Context: an optimization exercise on an open-source flow, tuned for small area and a short achievable clock period. The choices shown serve that exercise and are no tape-out recipe. Where RTL was checked, it was by simulation tests only, not by an equivalence proof against the original. Power is estimated from default activity; no workload was simulated.

==> inputs of nickel <==
==> flow/design.v (excerpt) <==
module srpt_grant_top #(
   parameter int QUEUE_DEPTH    = 16,
   parameter int MAX_OVERCOMMIT = 4
) (
   input  logic        ap_clk,
   input  logic        ap_rst,
   input  logic        header_valid_i,
   input  logic [79:0] header_i,
   input  logic        grant_full_i,
   output logic        grant_valid_o,
   output logic [50:0] grant_o
);
export LEC_CHECK = 0
export CAP_MARGIN = 20
export CORE_MARGIN = 2
export CORE_UTILIZATION = 40
export SLEW_MARGIN = 20
create_clock -name core_clock -period 10.5 [get_ports {ap_clk}]
run.sh (not shown) runs the stock make flow with config.mk's settings and CLKGATE_MAP_FILE= SYNTH_SCRIPT=/design/flow/synth_recipe.tcl, a recipe that flattens the netlist after the stock synthesis.
==> inputs of xenon, as changes to nickel <==
--- a/flow/design.v
+++ b/flow/design.v
@@ -265,65 +265,73 @@
    logic lt_14_12;
    logic lt_14_13;
    logic lt_15_12;
    logic lt_15_13;
    logic lt_15_14;
    assign nkey = push_key_i;
+   function automatic logic lt10(input logic [9:0] a, input logic [9:0] b);
+      logic r;
+      r = 1'b0;
+      for (int i = 0; i < 10; i++) begin
+         r = (!a[i] && b[i]) || (!(a[i] ^ b[i]) && r);
+      end
+      lt10 = r;
+   endfunction
    always_comb begin
       for (int k = 0; k < N; k++) begin
          occ[k] = key[k] != 10'h3ff;
       end
    end
-   assign ltn[0]  = nkey < key[0];
-   assign ltn[1]  = nkey < key[1];
+   assign ltn[0]  = lt10(nkey, key[0]);
+   assign ltn[1]  = lt10(nkey, key[1]);
    assign ltqn[0] = 1'b0;
-   assign ltqn[1] = key[1] < nkey;
-   assign ltqn[2] = key[2] < nkey;
-   assign ltqn[3] = key[3] < nkey;
-   assign lt_1_0 = key[1] < key[0];
-   assign lt_2_0 = key[2] < key[0];
-   assign lt_2_1 = key[2] < key[1];
-   assign lt_3_0 = key[3] < key[0];
-   assign lt_3_1 = key[3] < key[1];
-   assign lt_3_2 = key[3] < key[2];
-   assign lt_4_1 = key[4] < key[1];
-   assign lt_4_2 = key[4] < key[2];
-   assign lt_4_3 = key[4] < key[3];
-   assign lt_5_2 = key[5] < key[2];
-   assign lt_5_3 = key[5] < key[3];
-   assign lt_5_4 = key[5] < key[4];
-   assign lt_6_3 = key[6] < key[3];
-   assign lt_6_4 = key[6] < key[4];
-   assign lt_6_5 = key[6] < key[5];
-   assign lt_7_4 = key[7] < key[4];
-   assign lt_7_5 = key[7] < key[5];
-   assign lt_7_6 = key[7] < key[6];
-   assign lt_8_5 = key[8] < key[5];
-   assign lt_8_6 = key[8] < key[6];
-   assign lt_8_7 = key[8] < key[7];
-   assign lt_9_6 = key[9] < key[6];
-   assign lt_9_7 = key[9] < key[7];
-   assign lt_9_8 = key[9] < key[8];
-   assign lt_10_7 = key[10] < key[7];
-   assign lt_10_8 = key[10] < key[8];
-   assign lt_10_9 = key[10] < key[9];
-   assign lt_11_8 = key[11] < key[8];
-   assign lt_11_9 = key[11] < key[9];
-   assign lt_11_10 = key[11] < key[10];
-   assign lt_12_9 = key[12] < key[9];
-   assign lt_12_10 = key[12] < key[10];
-   assign lt_12_11 = key[12] < key[11];
-   assign lt_13_10 = key[13] < key[10];
-   assign lt_13_11 = key[13] < key[11];
-   assign lt_13_12 = key[13] < key[12];
-   assign lt_14_11 = key[14] < key[11];
-   assign lt_14_12 = key[14] < key[12];
-   assign lt_14_13 = key[14] < key[13];
-   assign lt_15_12 = key[15] < key[12];
-   assign lt_15_13 = key[15] < key[13];
-   assign lt_15_14 = key[15] < key[14];
+   assign ltqn[1] = lt10(key[1], nkey);
+   assign ltqn[2] = lt10(key[2], nkey);
+   assign ltqn[3] = lt10(key[3], nkey);
+   assign lt_1_0 = lt10(key[1], key[0]);
+   assign lt_2_0 = lt10(key[2], key[0]);
+   assign lt_2_1 = lt10(key[2], key[1]);
+   assign lt_3_0 = lt10(key[3], key[0]);
+   assign lt_3_1 = lt10(key[3], key[1]);
+   assign lt_3_2 = lt10(key[3], key[2]);
+   assign lt_4_1 = lt10(key[4], key[1]);
+   assign lt_4_2 = lt10(key[4], key[2]);
+   assign lt_4_3 = lt10(key[4], key[3]);
+   assign lt_5_2 = lt10(key[5], key[2]);
+   assign lt_5_3 = lt10(key[5], key[3]);
+   assign lt_5_4 = lt10(key[5], key[4]);
+   assign lt_6_3 = lt10(key[6], key[3]);
+   assign lt_6_4 = lt10(key[6], key[4]);
+   assign lt_6_5 = lt10(key[6], key[5]);
+   assign lt_7_4 = lt10(key[7], key[4]);
+   assign lt_7_5 = lt10(key[7], key[5]);
+   assign lt_7_6 = lt10(key[7], key[6]);
+   assign lt_8_5 = lt10(key[8], key[5]);
+   assign lt_8_6 = lt10(key[8], key[6]);
+   assign lt_8_7 = lt10(key[8], key[7]);
+   assign lt_9_6 = lt10(key[9], key[6]);
+   assign lt_9_7 = lt10(key[9], key[7]);
+   assign lt_9_8 = lt10(key[9], key[8]);
+   assign lt_10_7 = lt10(key[10], key[7]);
+   assign lt_10_8 = lt10(key[10], key[8]);
+   assign lt_10_9 = lt10(key[10], key[9]);
+   assign lt_11_8 = lt10(key[11], key[8]);
+   assign lt_11_9 = lt10(key[11], key[9]);
+   assign lt_11_10 = lt10(key[11], key[10]);
+   assign lt_12_9 = lt10(key[12], key[9]);
+   assign lt_12_10 = lt10(key[12], key[10]);
+   assign lt_12_11 = lt10(key[12], key[11]);
+   assign lt_13_10 = lt10(key[13], key[10]);
+   assign lt_13_11 = lt10(key[13], key[11]);
+   assign lt_13_12 = lt10(key[13], key[12]);
+   assign lt_14_11 = lt10(key[14], key[11]);
+   assign lt_14_12 = lt10(key[14], key[12]);
+   assign lt_14_13 = lt10(key[14], key[13]);
+   assign lt_15_12 = lt10(key[15], key[12]);
+   assign lt_15_13 = lt10(key[15], key[13]);
+   assign lt_15_14 = lt10(key[15], key[14]);
    assign e_A_0 = (lt_1_0);
    assign e_A_1 = (lt_3_2);
    assign e_A_2 = (lt_5_4);
    assign e_A_3 = (lt_7_6);
    assign e_A_4 = (lt_9_8);
    assign e_A_5 = (lt_11_10);
--- a/flow/config.mk
+++ b/flow/config.mk
@@ -5,7 +5,8 @@
 export SDC_FILE = /design/flow/constraint.sdc
 export NUM_CORES = 4
 export LEC_CHECK = 0
 export CAP_MARGIN = 20
 export CORE_MARGIN = 2
 export CORE_UTILIZATION = 40
+export SETUP_SLACK_MARGIN = 5
 export SLEW_MARGIN = 20
==> results.ini <==
[status]
status = complete, no violations

[global_route]
grt_util_met3_pct = 4.428
grt_pass1_wl_um = 232600
grt_antenna_before_repair = 3

[layout]
num-nets-final = 4539
multi_input_area_share_pct = 42.81
layout-drive-gt1-share_pct = 11.52

[clock_network]
clkSlewWorstSetupHoldPaths_ps = 70

[pwr]
power_switching_mw = 9.023

[yosys]
synth_compound_gate_area_share_pct = 19.66

[setup_path]
timing.critical_path.cells = clkdlybuf4s50_1 > a41oi_1 > o41a_2 > buf_4 > nor2_4 > nor2_2 > nand2_1 > o21ai_1 > a222oi_1 > nand3_1
timing.critical_path.fanout_max = 63

Source of the figures above: nickel

==> results.ini <==
[status]
status = complete, no violations

[setup_path]
timing.critical_path.cells = clkdlybuf4s50_1 > a41oi_1 > o31a_2 > buf_4 > nor2_2 > or3_1 > o22ai_1 > a221o_1 > a221oi_1 > nand2_1
timing.critical_path.fanout_max = 51

[clock_network]
clkSlewWorstSetupHoldPaths_ps = 60

[global_route]
grt_pass1_wl_um = 231500
grt_util_met3_pct = 4.498

[layout]
num-nets-final = 4612
layout-drive-gt1-share_pct = 11.65

[pwr]
power_switching_mw = 9.229

Source of the figures above: xenon

Function was not checked in any run of this note: the RTL went through the layout flow alone.


==> inputs of run a <==
Another version of the RTL of srpt_grant_top (not shown whole).
export LEC_CHECK = 0
export CAP_MARGIN = 20
export CORE_MARGIN = 2
export CORE_UTILIZATION = 40
export SLEW_MARGIN = 20
create_clock -name core_clock -period 10.5 [get_ports {ap_clk}]
standard.sh (not shown) runs the stock make flow with config.mk's settings and CLKGATE_MAP_FILE= SYNTH_SCRIPT=/design/flow/synth_recipe.tcl, a recipe that flattens the netlist after the stock synthesis.
==> flow/flow/run.sh <==
#!/bin/bash
# The standard layout (the standard.sh: standard synthesis, then ORFS floorplan to
# finish) with these changes to how the layout is made; the clock, the constraints and
# every other setting are the standard flow's:
#  - clock tree sinks are clustered up to 20 to a leaf buffer, within 100 um;
#  - the port buffers that buffer_ports inserts on every input and output are buf_1
#    (the repair resizes them where timing needs it).
set -euo pipefail
bash standard.sh SETUP_SLACK_MARGIN=7 CTS_CLUSTER_SIZE=20 CTS_CLUSTER_DIAMETER=100 \
   "BUFFER_PORTS_ARGS=-buffer_cell sky130_fd_sc_hd__buf_1" finish > standard_flow.log 2>&1
==> run b: changes against run a <==
--- a/flow/flow/run.sh
+++ b/flow/flow/run.sh
@@ -7,4 +7,4 @@
 #    (the repair resizes them where timing needs it).
 set -euo pipefail
-bash standard.sh SETUP_SLACK_MARGIN=7 CTS_CLUSTER_SIZE=20 CTS_CLUSTER_DIAMETER=100 \
+bash standard.sh SETUP_SLACK_MARGIN=7.15 CTS_CLUSTER_SIZE=20 CTS_CLUSTER_DIAMETER=100 \
    "BUFFER_PORTS_ARGS=-buffer_cell sky130_fd_sc_hd__buf_1" finish > standard_flow.log 2>&1
==> notes <==
Run a completed without violations. Run b finished with timing, DRC and antenna clean. Between run a and run b, the lower sequential power is in run b (gap about 0.7%, measured against run b). Between run b and run a, the lower clock skew is in run a (gap 15 ps). Worst setup slack: run b is higher than run a (19 ps). Of run b and run a, run a has the higher hold slack (gap 14 ps). Of run a and run b, run b has the higher via count (gap 2.3%, measured against run b).
==> figures <==
Run status: run b no timing/DRC/antenna violations; run a no timing/DRC/antenna violations
First-pass DRT Iterations: run b 9; run a 13
Clk network pwr share: run b 0.137; run a 0.149
Number of gates resized after cts: run b 428; run a 279
Worst slack, placed: run b 5005 ps; run a 4960 ps
DPL Wire Length: run b 104.4 mm; run a 105.9 mm
Slowest library cell on the worst path: run b a221oi_1; run a or3_4
Worst flop-to-flop path endpoint: run b u_queue.key[79]; run a u_queue.key[25]
Launching element of the worst setup path: run b u_queue.key[72]; run a grant_full_i
CP Capture Point: run b u_queue.key[79]; run a u_queue.id_mem[245]
Transition time at the pin with the least slew margin: run b 1147 ps; run a 995.8 ps


==> exp/sierra <==
srpt_grant_top, a different RTL version from the one above (not shown whole).
Settings: LEC_CHECK=0, CAP_MARGIN=20, CORE_MARGIN=2, CORE_UTILIZATION=40, SLEW_MARGIN=20; clock period 10.5 ns.
==> flow/flow/run.sh <==
#!/bin/bash
# The standard layout (the standard.sh: standard synthesis, then ORFS floorplan to
# finish) with these changes to how the layout is made; the clock, the constraints and
# every other setting are the standard flow's:
#  - clock tree sinks are clustered up to 20 to a leaf buffer, within 100 um;
#  - the port buffers that buffer_ports inserts on every input and output are buf_1
#    (the repair resizes them where timing needs it).
set -euo pipefail
bash standard.sh SETUP_SLACK_MARGIN=7 CTS_CLUSTER_SIZE=20 CTS_CLUSTER_DIAMETER=100 \
   "BUFFER_PORTS_ARGS=-buffer_cell sky130_fd_sc_hd__buf_1" finish > standard_flow.log 2>&1
==> exp/amber: changes against exp/sierra <==
--- a/flow/design.v
+++ b/flow/design.v
@@ -54,16 +54,15 @@
    input  logic         ap_clk,
    input  logic         ap_rst,
    input  logic         push_i,
    input  logic [27:0]  push_id_i,
    input  logic [9:0]   push_key_i,
    input  logic         pop_i,
    output logic         head_occ_o,
-   output logic         head_occ_nx_pop_o,
-   output logic         head_occ_nx_nopop_o,
+   output logic         head_occ_nx_o,
    output logic [9:0]   head_key_o,
    output logic [27:0]  head_id_o
 );
    localparam int N  = 16;
    localparam int PW = 4;
    logic [N-1:0][9:0]    key;
    logic [N-1:0][PW-1:0] ptr;
@@ -524,16 +523,15 @@
    assign ptr_d[13] = ({PW{sel_13_15}} & ptr[15]) | ({PW{sel_13_14}} & ptr[14]) | ({PW{sel_13_12}} & ptr[12]) | ({PW{sel_13_13}} & ptr[13]) | ({PW{sel_13_11}} & ptr[11]);
    assign key_d[14] = ({10{sel_14_12}} & key[12]) | ({10{sel_14_13}} & key[13]) | ({10{sel_14_15}} & key[15]) | ({10{sel_14_14}} & key[14]) | ({10{sel_14_11}} & key[11]);
    assign ptr_d[14] = ({PW{sel_14_12}} & ptr[12]) | ({PW{sel_14_13}} & ptr[13]) | ({PW{sel_14_15}} & ptr[15]) | ({PW{sel_14_14}} & ptr[14]) | ({PW{sel_14_11}} & ptr[11]);
    assign key_d[15] = ({10{sel_15_14}} & key[14]) | ({10{sel_15_15}} & key[15]) | ({10{sel_15_E}} & 10'h3ff) | ({10{sel_15_13}} & key[13]);
    assign ptr_d[15] = ({PW{sel_15_14}} & ptr[14]) | ({PW{sel_15_15}} & ptr[15]) | ({PW{sel_15_E}} & ptr[0]) | ({PW{sel_15_13}} & ptr[13]);
    assign head_key_o = key[0];
    assign head_occ_o = occ[0];
-   assign head_occ_nx_pop_o   = push_i || occ[1] || occ[2];
-   assign head_occ_nx_nopop_o = push_i || occ[0] || occ[1];
+   assign head_occ_nx_o = push_i || (pop_i ? (occ[1] || occ[2]) : (occ[0] || occ[1]));
    always_comb begin
       head_id_o = '0;
       for (int k = 0; k < N; k++) begin
          head_id_o = head_id_o | ({28{ptr[0] == PW'(k)}} & id_mem[k]);
       end
    end
    always_ff @(posedge ap_clk) begin
@@ -556,16 +554,15 @@
    end
 endmodule
 module srpt_active_set #(
    parameter int MAX_OVERCOMMIT = 4
 ) (
    input  logic         ap_clk,
    input  logic         ap_rst,
-   input  logic         head_occ_nx_pop_i,
-   input  logic         head_occ_nx_nopop_i,
+   input  logic         head_occ_nx_i,
    input  logic [9:0]   head_key_i,
    input  logic [27:0]  head_id_i,
    output logic         pop_o,
    input  logic         retire_i,
    input  logic [27:0]  retire_id_i,
    input  logic         grant_full_i,
    output logic         grant_valid_o,
@@ -592,33 +589,28 @@
          for (int j = 0; j < k; j++) begin
             if (match[j]) match_first[k] = 1'b0;
             if (!occ[j]) free_first[k] = 1'b0;
          end
       end
    end
    assign pop_o = can_pop && !grant_full_i;
-   logic clr_any;
-   logic one_free;
-   assign clr_any  = retire_i && (|match);
-   assign one_free = (occ == 4'b1110) || (occ == 4'b1101) || (occ == 4'b1011) || (occ == 4'b0111);
    always_comb begin
       for (int k = 0; k < M; k++) begin
          occ_d[k] = (occ[k] && !(retire_i && match_first[k])) || (pop_o && free_first[k]);
       end
    end
    always_ff @(posedge ap_clk) begin
       if (ap_rst) begin
          occ     <= '0;
          gv      <= 1'b0;
          can_pop <= 1'b0;
       end else begin
          occ     <= occ_d;
          gv      <= pop_o;
-         can_pop <= pop_o ? (head_occ_nx_pop_i && !(!clr_any && one_free))
-                          : (head_occ_nx_nopop_i && !(!clr_any && (&occ)));
+         can_pop <= head_occ_nx_i && !(&occ_d);
       end
    end
    always_ff @(posedge ap_clk) begin
       for (int k = 0; k < M; k++) begin
          if (pop_o && free_first[k]) slot_id[k] <= head_id_i;
       end
       g_id  <= head_id_i;
@@ -640,16 +632,15 @@
    output logic [50:0] grant_o
 );
    logic        push;
    logic        retire;
    logic [27:0] in_id;
    logic [9:0]  in_key;
    logic        head_occ;
-   logic        head_occ_nx_pop;
-   logic        head_occ_nx_nopop;
+   logic        head_occ_nx;
    logic [9:0]  head_key;
    logic [27:0] head_id;
    logic        pop;
    srpt_header_intake u_intake (
       .ap_clk         (ap_clk),
       .ap_rst         (ap_rst),
       .header_valid_i (header_valid_i),
@@ -665,26 +656,24 @@
       .ap_clk     (ap_clk),
       .ap_rst     (ap_rst),
       .push_i     (push),
       .push_id_i  (in_id),
       .push_key_i (in_key),
       .pop_i      (pop),
       .head_occ_o (head_occ),
-      .head_occ_nx_pop_o   (head_occ_nx_pop),
-      .head_occ_nx_nopop_o (head_occ_nx_nopop),
+      .head_occ_nx_o (head_occ_nx),
       .head_key_o (head_key),
       .head_id_o  (head_id)
    );
    srpt_active_set #(
       .MAX_OVERCOMMIT (MAX_OVERCOMMIT)
    ) u_active (
       .ap_clk        (ap_clk),
       .ap_rst        (ap_rst),
-      .head_occ_nx_pop_i   (head_occ_nx_pop),
-      .head_occ_nx_nopop_i (head_occ_nx_nopop),
+      .head_occ_nx_i (head_occ_nx),
       .head_key_i    (head_key),
       .head_id_i     (head_id),
       .pop_o         (pop),
       .retire_i      (retire),
       .retire_id_i   (in_id),
       .grant_full_i  (grant_full_i),
       .grant_valid_o (grant_valid_o),
==> flow/flow/run.sh (replaced) <==
#!/bin/bash
# The standard layout (the standard.sh: standard synthesis, then ORFS floorplan to
# finish) with these changes to how the layout is made; the clock, the constraints and
# every other setting are the standard flow's:
#  - the port buffers that buffer_ports inserts on every input and output are buf_1
#    (the repair resizes them where timing needs it).
set -euo pipefail
bash standard.sh SETUP_SLACK_MARGIN=7 \
   "BUFFER_PORTS_ARGS=-buffer_cell sky130_fd_sc_hd__buf_1" finish > standard_flow.log 2>&1
==> flow_metrics.py <==
metrics = {
    "global_route": {
        "grt_pass1_vias": 36200,
    },
    "worst_hold_path": {
        "hold_path_end": "u_active.g_key[3]",
    },
    "route": {
        "drt_iter0_markers": 5802,
        "num_vias": 38900,
    },
    "sta": {
        "fin_crit_ps": 3490,
    },
    "cts": {
        "clkSlewWorstSetupHoldPaths_ps": 60,
    },
    "critical_path": {
        "endpoint": "u_queue.key[21]",
        "worstPathMaxFanout": 14,
    },
    "finish": {
        "clkbuf_count": 126,
    },
    "logic_synthesis": {
        "synth_compound_area_share_pct": 27.3,
    },
    "die": {
        "initial_core_util_pct": 40.2,
    },
    "status": {
        "status": "no timing/DRC/antenna violations",
    },
    "power": {
        "pg_comb_w": 0.00779,
    },
    "placed_design": {
        "post-place-cells": 5240,
    },
}
The numbers above come from exp/amber.

==> flow_metrics.py <==
metrics = {
    "critical_path": {
        "worstPathMaxFanout": 7,
        "required_ps": 11090,
        "endpoint": "u_queue.ptr[28]",
    },
    "power": {
        "p_clk_w": 0.00231,
        "pg_comb_w": 0.00908,
    },
    "finish": {
        "clkbuf_count": 85,
    },
    "die": {
        "initial_core_util_pct": 40.4,
    },
    "logic_synthesis": {
        "synth-seq-cells": 868,
        "synth_compound_area_share_pct": 27.8,
    },
    "sta": {
        "fin_crit_ps": 3550,
        "tns_ps": 0,
    },
    "placed_design": {
        "post-place-cells": 5492,
    },
    "status": {
        "status": "no timing/DRC/antenna violations",
    },
    "route": {
        "drt_iter0_markers": 6770,
    },
    "worst_hold_path": {
        "hold_path_end": "u_active.g_key[1]",
    },
    "cts": {
        "clkSlewWorstSetupHoldPaths_ps": 90,
    },
}
The numbers above come from exp/sierra.

-- port drivers added, routing unchanged --
Ports are ideal in the flow. The routed layouts listed here were re-timed in OpenROAD.
Step 1: set_driving_cell puts a clkbuf_16 on ap_clk and a buf_2 on each other input, an assumption about the parent block.
Step 2 moves the port delays by t, midway between the first and last clock arrival at a register: inputs arrive t later, outputs are due t later. That takes back most of the time a late clock gives input paths.
Slacks: ideal ports / drivers / drivers and shift; pairs: ideal ports / drivers.
run | shift t [ns] | slack for setup (ns) | hold slack, ns
nickel | 0.740 | 4.816 / 4.862 / 4.122 | 0.441 / 0.441 / 0.441
xenon | 0.746 | 5.077 / 5.127 / 4.381 | 0.500 / 0.500 / 0.500
run a | 0.756 | 6.955 / 6.878 / 6.123 | 0.457 / 0.457 / 0.457
run b | 0.734 | 6.974 / 6.974 / 6.244 | 0.443 / 0.443 / 0.443
exp/sierra | 0.780 | 6.952 / 6.959 / 6.203 | 0.478 / 0.478 / 0.478
exp/amber | 0.768 | 7.008 / 6.954 / 6.186 | 0.482 / 0.482 / 0.482
After both steps setup and hold are still met in every run listed. The setup slack of run a, which loses most, moves by -0.077 ns with the drivers and by -0.832 ns with both steps.
